This design comes from an exercise in tuning for small area on the open sky130 flow, not from production work.
In this exercise RTL edits were held to simulation tests only and were not proved equivalent to the original.
Power is estimated from default activity; no workload was simulated.

[flow/design.v]
module reg_file_sb #(
    parameter  int XLEN   = 32,
    parameter  int NREGS  = 32,
    parameter  int NRD    = 4,
    parameter  int NWR    = 2,
    parameter  int BYPASS = 1,
    localparam int IDX    = $clog2(NREGS)
) (
    input  logic                 i_clk,
    input  logic                 i_rstn,
    input  logic                 i_flush,
    input  logic                 i_set_en,
    input  logic [IDX-1:0]       i_set_id,
    input  logic [NWR-1:0]       i_wen,
    input  logic [NWR*IDX-1:0]   i_wid,
    input  logic [NWR*XLEN-1:0]  i_wdata,
    input  logic [NRD*IDX-1:0]   i_rd_id,
    output logic [NRD*XLEN-1:0]  o_rd_data,
    output logic [NRD-1:0]       o_rd_busy,
    output logic                 o_ready
);
    typedef enum logic {
        ST_INIT,
        ST_RUN
    } state_t;
    state_t           r_state;
    state_t           w_state_nxt;
    logic [IDX-1:0]   r_cnt;
    logic [NREGS-1:0] r_pend;
    logic [NREGS-1:0] w_pend_nxt;
    logic [XLEN-1:0]  r_mem [NREGS];
    logic             w_run;
    always_ff @(posedge i_clk or negedge i_rstn) begin
        if (!i_rstn) begin
            r_state <= ST_INIT;
        end else begin
            r_state <= w_state_nxt;
        end
    end
    always_comb begin
        w_state_nxt = r_state;
        w_run       = (r_state == ST_RUN);
        if (r_state == ST_INIT && r_cnt == IDX'(NREGS - 1)) begin
            w_state_nxt = ST_RUN;
        end
    end
    assign o_ready = w_run;
    always_ff @(posedge i_clk or negedge i_rstn) begin
        if (!i_rstn) begin
            r_cnt <= '0;
        end else if (!w_run) begin
            r_cnt <= r_cnt + 1'b1;
        end
    end
    always_ff @(posedge i_clk) begin
        if (!w_run) begin
            r_mem[r_cnt] <= '0;
        end else begin
            for (int k = 0; k < NWR; k++) begin
                if (i_wen[k] && i_wid[k*IDX +: IDX] != '0) begin
                    r_mem[i_wid[k*IDX +: IDX]] <= i_wdata[k*XLEN +: XLEN];
                end
            end
        end
    end
    always_comb begin
        w_pend_nxt = r_pend;
        if (w_run) begin
            if (i_flush) begin
                w_pend_nxt = '0;
            end else begin
                for (int k = 0; k < NWR; k++) begin
                    if (i_wen[k]) begin
                        w_pend_nxt[i_wid[k*IDX +: IDX]] = 1'b0;
                    end
                end
                if (i_set_en) begin
                    w_pend_nxt[i_set_id] = 1'b1;
                end
            end
        end
        w_pend_nxt[0] = 1'b0;
    end
    always_ff @(posedge i_clk or negedge i_rstn) begin
        if (!i_rstn) begin
            r_pend <= '0;
        end else begin
            r_pend <= w_pend_nxt;
        end
    end
    always_comb begin
        logic [IDX-1:0] v_id;
        v_id      = '0;
        o_rd_data = '0;
        o_rd_busy = '0;
        for (int p = 0; p < NRD; p++) begin
            v_id = i_rd_id[p*IDX +: IDX];
            if (w_run && v_id != '0) begin
                o_rd_data[p*XLEN +: XLEN] = r_mem[v_id];
                o_rd_busy[p]              = r_pend[v_id];
                if (BYPASS != 0) begin
                    for (int k = 0; k < NWR; k++) begin
                        if (i_wen[k] && i_wid[k*IDX +: IDX] == v_id) begin
                            o_rd_data[p*XLEN +: XLEN] = i_wdata[k*XLEN +: XLEN];
                            o_rd_busy[p]              = 1'b0;
                        end
                    end
                end
            end
        end
    end
endmodule
[flow/run.sh]
#!/bin/bash
# synth_recipe.tcl (not shown) runs the flow's synth.tcl, then flattens the netlist and writes it again
# the make line also repeats each setting of config.mk as NAME=value (left out here)
make -C /OpenROAD-flow-scripts/flow DESIGN_CONFIG=/design/flow/config.mk WORK_HOME=/design/flow/orfs CLKGATE_MAP_FILE= SYNTH_SCRIPT=/design/flow/synth_recipe.tcl finish
[flow/config.mk]
export PLATFORM = sky130hd
export DESIGN_NAME = reg_file_sb
export DESIGN_NICKNAME = reg_file_sb
export VERILOG_FILES = /design/flow/design.v
export SDC_FILE = /design/flow/constraint.sdc
export NUM_CORES = 4
export LEC_CHECK = 0
export CAP_MARGIN = 20
export CORE_MARGIN = 2
export CORE_UTILIZATION = 40
export SLEW_MARGIN = 20
[flow/constraint.sdc]
create_clock -name core_clock -period 10.0 [get_ports {i_clk}]
set_input_delay 2.0000 -clock core_clock [delete_from_list [all_inputs] [get_ports {i_clk}]]
set_output_delay 2.0000 -clock core_clock [all_outputs]
set_load 0.01 [all_outputs]
==> reports/results.ini <==
[status]
run_status = timing/DRC/antenna clean

[sta]
fin_tns_setup_ns = 0
grt_setup_unrepaired = no
worst_slew_pin_slew_ns = 1.28
max_freq_mhz = 110
timing.final.setup_violations = 0
fin_crit_sh = 0.907
hold_violations = 0
finalClockSkew_ns = 0.0774
headroom_to_the_max_slew_limit = 0.147
final_critical_path_setup_slack_ns = 0.934
maxSlewViolCount = 0
post-route-min-period_ns = 9.07

[detailed_routing]
first_pass_iters = 10
detailedRoute.firstIterationViolations = 15200
detail-route-antenna-nets = 0
avgRoutedWirePerCell_um = 40.1
viasPerCell = 7.42
drc = 0
routed_wirelength_um = 415000
via_count = 76700

[floorplan]
number_of_standard_cell_rows_in_the_floorplan = 166
count_of_boundary_i_o_pins = 238
initial_utilization = 0.401
die_width_um = 456
die_area_mm2 = 0.208
core_mm2 = 0.204
chipHeight_um = 456

[finish]
multi_input_comb_area_mm2 = 0.0469
utilization = 0.446
fillerInstances = 18700
sequential_cell_area_mm2 = 0.0317
final_layout_size_suffix_gt1_frac = 0.230
final_nets = 7641
area_delta_synth_final_pct = 11.1
finalNonFillerCells = 10300

[clock_network]
number_of_post_cts_setup_repair_buffers = 0
count_of_hold_fix_buffers_inserted_at_cts = 0
tritoncts_clock_tree = yes
cts.path.max_buffers = 3
clkSlewWorstSetupHoldPaths_ns = 0.06
cts-buffers-inserted = 121
cts.sinks = 1061
post_cts.resized_instances = 0
worst_skew_pair.late_latency_ns = 0.83
htree_levels = 3
clk_root_buffer_cell = clkbuf_16

[power]
clock_group_share_of_total_power = 0.394
cellPowerDensity_mw_per_mm2 = 132
combinationalPowerShare = 0.196
swShare = 0.303
power_switching_w = 0.00364
leakage_nw = 30.2
power_w = 0.0120
power_frac_seq = 0.411
max-vdd-ir-drop_uv = 177
intPower_w = 0.00836

[setup_path]
crit-reg2reg-launch = r_state
critPathCaptureType = output pin
crit_arrival_ns = 7.07
crit_path_max_fanout = 29
start_kind = input pin
path_cells = clkdlybuf4s50_1 > buf_4 > or2_2 > o41ai_1 > a31oi_4 > buf_4 > o21ai_0 > o21ai_2 > buf_4 > clkdlybuf4s50_1
cp_data_required_time_ns = 8.00
timing.critical_path.from = i_rd_id[14]
worst-setup-path-type = in -> out
worst_path_dominant_cell_family = buffers and inverters
max_stage_delay_ns = 1.17
path_common_cell = buf_4
r2r_setup_slack_ns = 5.11
cpMaxStageDelayCell = clkdlybuf4s50_1
worstPathBufferInverterCount = 5

[grt]
first_global_vias = 69800
grt_first_pass_wirelength_um = 566000
grt_usage = 0.384
grt_start_max_net_pins = 145
antenna_violations_before_repair = 36
grt-ovfl-total = 0

[worst_hold_path]
hold_path.class = reg -> reg
hold_wc_startpoint = r_cnt[0]

[placement]
dpl.cell_count = 10100
routabilityCongestion = 0.994
buffer_ports.inserted = 237
detailed_place_hpwl_um = 248000
dp_slack_ns = 1.50

[yosys]
cells_taking_the_most_area_after_synthesis = edfxtp_1 38%, mux4_2 15%, mux2_2 8.4%
seq_area_frac_synth = 0.387
synth-async-reset-ratio = 0.0349
number_of_enable_type_register_cells_in_the_synthesized_netlist = 1024
synth_top_cell_by_area = edfxtp_1
synth-seq-cells = 1061
ys_dominant_reg_cell = edfxtp_1
yosys_warnings = 1
post_synth.cell_area_avg_um2 = 10.4
syn_nets = 7989
synth_cells = 7869
synthDominantCellAreaShare = 0.376
synth_area_mm2 = 0.0819
post_synth_num_cell_types = 69

[flow_run]
max-cap-violations = 0

-- stage by stage --
| stage | hold WS (ns) | cell area, µm² |
|---|---|---|
| after CTS | 0.522 | 90800 |
| after floorplan | 0.478 | 81900 |
| after global placement | 0.507 | 86600 |
| final | 0.538 | 90900 |
| after global routing | 0.566 | 90900 |
| after detailed placement | 0.514 | 86700 |
-- power groups by stage --
stage          logic [W]  registers, W  clock network, W
2_1_floorplan    0.00121       0.00501                 0
3_3_place_gp     0.00219       0.00502                 0
3_5_place_dp     0.00221       0.00502                 0
4_1_cts          0.00222       0.00492           0.00469
5_1_grt          0.00235       0.00492           0.00484
6_report         0.00235       0.00492           0.00472
-- area by class of cell --
| class | count | share of cell area |
|---|---|---|
| clock buffers | 142 | 0.0344 |
| repair buffers | 483 | 0.0511 |
| diodes | 35 | 0.000963 |
| well taps | 2688 | 0.0370 |
| multi-input cells | 5790 | 0.516 |
| clock inverters | 78 | 0.0100 |
| flip-flops and latches | 1061 | 0.348 |
| inverters | 64 | 0.00264 |
-- cell usage in the layout (no fill, tap or decap), types with 67 or more instances in the layout --
cell type	n
o21ai_0	1254
nand2_1	1237
edfxtp_1	1024
mux2_2	608
mux4_2	559
mux2i_1	270
o22ai_1	238
clkdlybuf4s50_1	223
buf_4	215
a22oi_1	201
a211oi_1	153
nor2b_1	145
or3_1	126
clkbuf_16	122
nand3_1	112
a22o_1	79
nand4_1	67
a21oi_1	67
-- worst paths after layout --
| kind | cells after the start | to |
|---|---|---|
| min reg2reg | 1 | r_cnt[0] |
| max in group asynchronous | 1 | r_state |
| min in group asynchronous | 1 | r_pend[19] |
| max reg2reg | 7 | r_mem[2][30] |
| min | 1 | r_cnt[0] |
| max | 10 | o_rd_data[84] |
-- sequential cells by signal, summed over array words and instances (netlist names) --
signal / count
r_mem: 1024
r_pend: 31
r_cnt: 5
r_state: 1
-- metal layers --
layer / share of wire / vias up / global-route usage
met2: 0.41 / 7748 / 0.538
met4: 0.10 / 20 / 0.325
met1: 0.33 / 37100 / 0.470
met3: 0.15 / 2068 / 0.137
li1: - / 29800 / -
met5: 0.00029 / - / 0.00344
-- cells by family after synthesis --
kind of cell	share of synthesized area
AOI/OAI and AO/OA	0.168
and+or+nand+nor	0.115
muxes	0.270
DFF	0.387
buffers and inverters	0.0528
xor gates and xnor gates	0.00481
adders and majority gates	0.00229
-- synth_stat cells (all sizes together), types with 29 or more instances --
cell / number
o22ai: 270
dfrtp: 37
inv: 63
nand4: 67
nand3: 113
a31oi: 29
and2: 68
nor3: 50
a221o: 62
a22o: 79
buf: 332
edfxtp: 1024
a211oi: 156
o221ai: 49
nor2b: 150
nor2: 69
clkbuf: 622
mux4: 559
or3: 126
mux2: 608
mux2i: 270
a21oi: 67
a22oi: 201
nand2: 1254
and4: 32
a221oi: 31
o21ai: 1258

-- afterwards: timing with drivers on the ports --
Ports are ideal in the flow. The routed layout listed here was re-timed in OpenROAD.
Step 1 assumes that a clkbuf_16 drives the clock port and a buf_2 every other input.
Step 2 also shifts input and output timing later by t, the mid clock arrival at the registers, as if the neighbouring blocks saw the same clock.
a / b / c = ideal / step 1 / step 2; a / b = the first two.
t (ns): 0.877
slack for setup (ns): 0.934 / 0.900 / 0.900
slew at the worst register clock pin (ns): 0.08 / 0.08
worst slew at a driven data input, ns: 0.09
After both steps this run still meets setup and hold. The setup slack of this run moves by -0.034 ns with the drivers and by -0.034 ns with both steps.
